Source: an optimization exercise on an open RTL-to-GDS flow (aim: small area, a short achievable clock period and few clock cycles per item). Production flows keep margins and buffers that such runs may drop. Power and IR drop assume default switching activity.

// multi_module_liveness_watchdog_core
module multi_module_liveness_watchdog_core
(
    input  logic        clk,
    input  logic        rst_n,
    input  logic        item_valid,
    output logic        item_stall,
    input  logic        command,
    input  logic [1:0]  module_req,
    input  logic [31:0] now_ms,
    output logic        result_valid,
    input  logic        result_stall,
    output logic        reboot,
    output logic [1:0]  reboot_module,
    output logic [2:0]  error_mask,
    output logic [1:0]  remembered_failure,
    input  logic        cfg_valid,
    output logic        cfg_ready,
    input  logic [1:0]  cfg_index,
    input  logic [31:0] cfg_data
);
export LEC_CHECK = 0
export ABC_AREA = 1
export CAP_MARGIN = 20
export CORE_MARGIN = 2
export CORE_UTILIZATION = 40
export CTS_CLUSTER_DIAMETER = 60
export CTS_CLUSTER_SIZE = 30
export SETUP_SLACK_MARGIN = 4.5
export SLEW_MARGIN = 20
export TNS_END_PERCENT = 100
create_clock -name core_clock -period 7.0 [get_ports {clk}]
run.sh (not shown) runs the stock make flow with config.mk's settings and CLKGATE_MAP_FILE= SYNTH_SCRIPT=/design/flow/synth_recipe.tcl, a recipe that flattens the netlist after the stock synthesis.
Then changed:
- CORE_UTILIZATION: 40 -> 65
- PLACE_DENSITY: not set -> 0.75
Critical path depth fell by 2.
Area after synthesis stays the same.
Setup slack is worse by 0.042 ns.
Die area decreases by 38%.
Clock skew falls by 0.0055 ns.
No functional check of the RTL was part of any run of this note.

---

Setup of run A:
The RTL this note starts from:
==> flow/design.v <==
package lwd_pkg;
    localparam int TIME_W = 32;
    localparam logic [TIME_W-1:0] TMO0_RST     = 32'd6000;
    localparam logic [TIME_W-1:0] TMO1_RST     = 32'd6000;
    localparam logic [TIME_W-1:0] TMO2_RST     = 32'd10000;
    localparam logic [TIME_W-1:0] COOLDOWN_RST = 32'd900000;
endpackage
module lwd_late
(
    input  logic [31:0] now,
    input  logic [31:0] t,
    input  logic [31:0] lim,
    output logic        late
);
    function automatic logic [1:0] gp_tree(input logic [31:0] g, input logic [31:0] p);
        logic [31:0] gg;
        logic [31:0] pp;
        gg = g;
        pp = p;
        for (int w = 16; w >= 1; w = w / 2)
        begin
            for (int i = 0; i < w; i++)
            begin
                gg[i] = gg[2*i+1] | (pp[2*i+1] & gg[2*i]);
                pp[i] = pp[2*i+1] & pp[2*i];
            end
        end
        gp_tree = {gg[0], pp[0]};
    endfunction
    logic [31:0] nn;
    logic [31:0] s;
    logic [31:0] c;
    logic [31:0] b;
    logic [1:0]  k;
    logic [1:0]  w;
    assign nn = ~now;
    assign s  = lim ^ t ^ nn;
    assign c  = (lim & t) | (lim & nn) | (t & nn);
    assign b  = {c[30:0], 1'b1};
    assign k  = gp_tree(s & b, s | b);       
    assign w  = gp_tree(t & nn, t | nn);     
    assign late = w[1] ? !(c[31] & k[1]) : !(c[31] | k[1]);
endmodule
import lwd_pkg::*;
module multi_module_liveness_watchdog_core
(
    input  logic        clk,
    input  logic        rst_n,
    input  logic        item_valid,
    output logic        item_stall,
    input  logic        command,
    input  logic [1:0]  module_req,
    input  logic [31:0] now_ms,
    output logic        result_valid,
    input  logic        result_stall,
    output logic        reboot,
    output logic [1:0]  reboot_module,
    output logic [2:0]  error_mask,
    output logic [1:0]  remembered_failure,
    input  logic        cfg_valid,
    output logic        cfg_ready,
    input  logic [1:0]  cfg_index,
    input  logic [31:0] cfg_data
);
    logic [31:0] tmo0_reg, tmo1_reg, tmo2_reg, cdn_reg;
    logic [31:0] kick0_reg, kick1_reg, kick2_reg;
    logic [31:0] start_reg;
    logic        deg_reg;         
    logic [1:0]  fail_reg;
    logic        iv_reg;
    logic        icmd_reg;
    logic [1:0]  imr_reg;
    logic [31:0] inow_reg;
    logic        ov_reg, sv_reg;
    logic [7:0]  ores_reg, sres_reg;
    logic        stall_reg;
    logic        accept;
    logic        hold;
    logic        commit;
    logic        late0, late1, late2, cool;
    logic        rb;
    logic [1:0]  rbmod;
    logic        deg_n;
    logic [1:0]  fail_n;
    logic [2:0]  mask_n;
    logic [7:0]  res_n;
    logic        we0, we1, we2;
    logic        iv_n, ov_n, sv_n;
    assign cfg_ready  = 1'b1;
    assign item_stall = stall_reg;
    assign accept     = item_valid && !stall_reg;
    lwd_late u_l0 (.now(inow_reg), .t(kick0_reg), .lim(tmo0_reg), .late(late0));
    lwd_late u_l1 (.now(inow_reg), .t(kick1_reg), .lim(tmo1_reg), .late(late1));
    lwd_late u_l2 (.now(inow_reg), .t(kick2_reg), .lim(tmo2_reg), .late(late2));
    lwd_late u_lc (.now(inow_reg), .t(start_reg), .lim(cdn_reg),  .late(cool));
    logic [2:0] late;
    logic [2:0] rbv;
    logic       dc;
    logic       late_f;
    logic       fvalid;
    assign late   = {late2, late1, late0};
    assign dc     = deg_reg && cool;
    assign rbv[0] = late[0] && (fail_reg != 2'd0 || dc);
    assign rbv[1] = late[1] && (fail_reg != 2'd1 || dc);
    assign rbv[2] = late[2] && (fail_reg != 2'd2 || dc);
    assign fvalid = (fail_reg != 2'd3);
    assign late_f = late[fail_reg];
    always_comb
    begin
        rb    = icmd_reg && (rbv != 3'b000);
        rbmod = !icmd_reg ? 2'd0 : rbv[0] ? 2'd0 : rbv[1] ? 2'd1 : rbv[2] ? 2'd2 : 2'd0;
        if (!icmd_reg)
        begin
            fail_n = fail_reg;
            deg_n  = deg_reg;
        end
        else if (rbv != 3'b000)
        begin
            fail_n = rbmod;
            deg_n  = 1'b0;
        end
        else
        begin
            fail_n = (fvalid && !late_f) ? 2'd3 : fail_reg;
            deg_n  = fvalid && late_f;
        end
        mask_n = deg_n ? ((fail_n == 2'd0) ? 3'b001 : (fail_n == 2'd1) ? 3'b010 : 3'b100) : 3'b000;
        res_n  = {rb, rbmod, mask_n, fail_n};
    end
    assign hold   = iv_reg && ov_reg && sv_reg && result_stall;
    assign commit = iv_reg && !hold;
    assign iv_n = accept || hold;
    assign ov_n = (!ov_reg || !result_stall) ? (sv_reg || commit) : 1'b1;
    assign sv_n = (!ov_reg || !result_stall) ? (sv_reg && commit) : (sv_reg || commit);
    assign we0 = commit && (rb || (!icmd_reg && imr_reg == 2'd0));
    assign we1 = commit && (rb || (!icmd_reg && imr_reg == 2'd1));
    assign we2 = commit && (rb || (!icmd_reg && imr_reg == 2'd2));
    always_ff @(posedge clk or negedge rst_n)
    begin
        if (!rst_n)
        begin
            tmo0_reg  <= TMO0_RST;
            tmo1_reg  <= TMO1_RST;
            tmo2_reg  <= TMO2_RST;
            cdn_reg   <= COOLDOWN_RST;
            kick0_reg <= '0;
            kick1_reg <= '0;
            kick2_reg <= '0;
            deg_reg   <= 1'b0;
            fail_reg  <= 2'd3;
            iv_reg    <= 1'b0;
            ov_reg    <= 1'b0;
            sv_reg    <= 1'b0;
            stall_reg <= 1'b0;
        end
        else
        begin
            if (cfg_valid)
            begin
                case (cfg_index)
                    2'd0: tmo0_reg <= cfg_data;
                    2'd1: tmo1_reg <= cfg_data;
                    2'd2: tmo2_reg <= cfg_data;
                    default: cdn_reg <= cfg_data;
                endcase
            end
            if (we0) kick0_reg <= inow_reg;
            if (we1) kick1_reg <= inow_reg;
            if (we2) kick2_reg <= inow_reg;
            if (commit)
            begin
                deg_reg  <= deg_n;
                fail_reg <= fail_n;
            end
            iv_reg    <= iv_n;
            ov_reg    <= ov_n;
            sv_reg    <= sv_n;
            stall_reg <= iv_n && ov_n && sv_n;
        end
    end
    always_ff @(posedge clk)
    begin
        if (!deg_reg)
        begin
            start_reg <= inow_reg;
        end
        if (!stall_reg)
        begin
            icmd_reg <= command;
            imr_reg  <= module_req;
            inow_reg <= now_ms;
        end
        if (!ov_reg || !result_stall)
        begin
            ores_reg <= sv_reg ? sres_reg : res_n;
        end
        if (!sv_reg || !result_stall)
        begin
            sres_reg <= res_n;
        end
    end
    assign result_valid       = ov_reg;
    assign {reboot, reboot_module, error_mask, remembered_failure} = ores_reg;
endmodule
export LEC_CHECK = 0
export CAP_MARGIN = 20
export CORE_MARGIN = 2
export CORE_UTILIZATION = 40
export SETUP_SLACK_MARGIN = 4.5
export SLEW_MARGIN = 20
export TNS_END_PERCENT = 100
create_clock -name core_clock -period 7.0 [get_ports {clk}]
[inputs] run B vs run A
# run A
export LEC_CHECK = 0
export CAP_MARGIN = 20
export CORE_MARGIN = 2
export CORE_UTILIZATION = 40
export SETUP_SLACK_MARGIN = 4.5
export SLEW_MARGIN = 20
export TNS_END_PERCENT = 100
create_clock -name core_clock -period 7.0 [get_ports {clk}]
# run B
export LEC_CHECK = 0
export CAP_MARGIN = 20
export CORE_MARGIN = 2
export CORE_UTILIZATION = 40
export SETUP_SLACK_MARGIN = 3.5
export SLEW_MARGIN = 20
export TNS_END_PERCENT = 100
create_clock -name core_clock -period 7.0 [get_ports {clk}]
### Flow results
Diff run A..run B | number of stages on the worst hold path | unchanged
Going from run A to run B, the fraction of area in multi-input gates was found to have gone up by 0.18 points.
Run B: global-route track usage on met2 is 1.7 points higher than what run A reported.
Multi-input combinational cell area in run B is about 0.65% above run A.
Edits applied to the flow inputs when going from run B to run C:
# run B
export LEC_CHECK = 0
export CAP_MARGIN = 20
export CORE_MARGIN = 2
export CORE_UTILIZATION = 40
export SETUP_SLACK_MARGIN = 3.5
export SLEW_MARGIN = 20
export TNS_END_PERCENT = 100
create_clock -name core_clock -period 7.0 [get_ports {clk}]
# run C
export LEC_CHECK = 0
export CAP_MARGIN = 20
export CORE_MARGIN = 2
export CORE_UTILIZATION = 40
export CTS_BUF_LIST = sky130_fd_sc_hd__clkbuf_4 sky130_fd_sc_hd__clkbuf_8
export SETUP_SLACK_MARGIN = 3.5
export SLEW_MARGIN = 20
export TNS_END_PERCENT = 100
create_clock -name core_clock -period 7.0 [get_ports {clk}]
## What came out
- | period utilization | run C vs run B | 1.1 points higher |
- Between run C and run B, the difference in average vias per placed instance is negligible.
- Run C and run B ended up with nearly the same full die area.
- As far as overall power of the completed layout is concerned, run C and run B perform about the same.
- Area: run C vs run B -> run C larger
- Any difference in layout sequential cell count between run B and run C is small enough to ignore.
- Compared with run B, run C shows final instance count without filler cells that has gone up slightly.
- Compared with run B, run C shows a higher net switching power figure.
- In the tables for run C and run B, clock latency reported for the late side of the worst-skew pair reads higher with run C.
- Setup slack was lower in run C than in run B.
- Number of fill cells in the layout (higher): run C
No run of this note included a check of the RTL's function; only the layout flow was run.

## static timing again, ports no longer ideal
No port has a modelled driver above. Below, the same layouts with a new extraction and two added sets of constraints.
Step 1, drivers: a clkbuf_16 drives clk and a buf_2 each remaining input, both assumed.
Step 2 adds t to the input delays and takes it off the output delays; t is the mean of the earliest and latest rising clock arrival at the registers after step 1. Input paths then give back, and output paths get back, about the clock's delay inside the block.
Three values: ideal, step 1, step 2; two values: the first two.
run	t, ns	slack for setup (ns)	worst register clock-pin slew, ns	cell pins on the clock port's net
the first run of note 1	0.627	4.436 / 4.401 / 3.998	0.09 / 0.09	1
the second run of note 1	0.595	4.393 / 4.393 / 4.049	0.08 / 0.08	1
run A	0.603	2.718 / 2.718 / 2.718	0.06 / 0.06	1
run B	0.613	2.792 / 2.792 / 2.792	0.06 / 0.06	1
run C	0.701	2.717 / 2.717 / 2.717	0.07 / 0.07	1
After both steps every run listed still meets setup and hold. For the first run of note 1, which loses most, drivers alone change the setup slack by -0.035 ns; drivers and shift together by -0.438 ns.
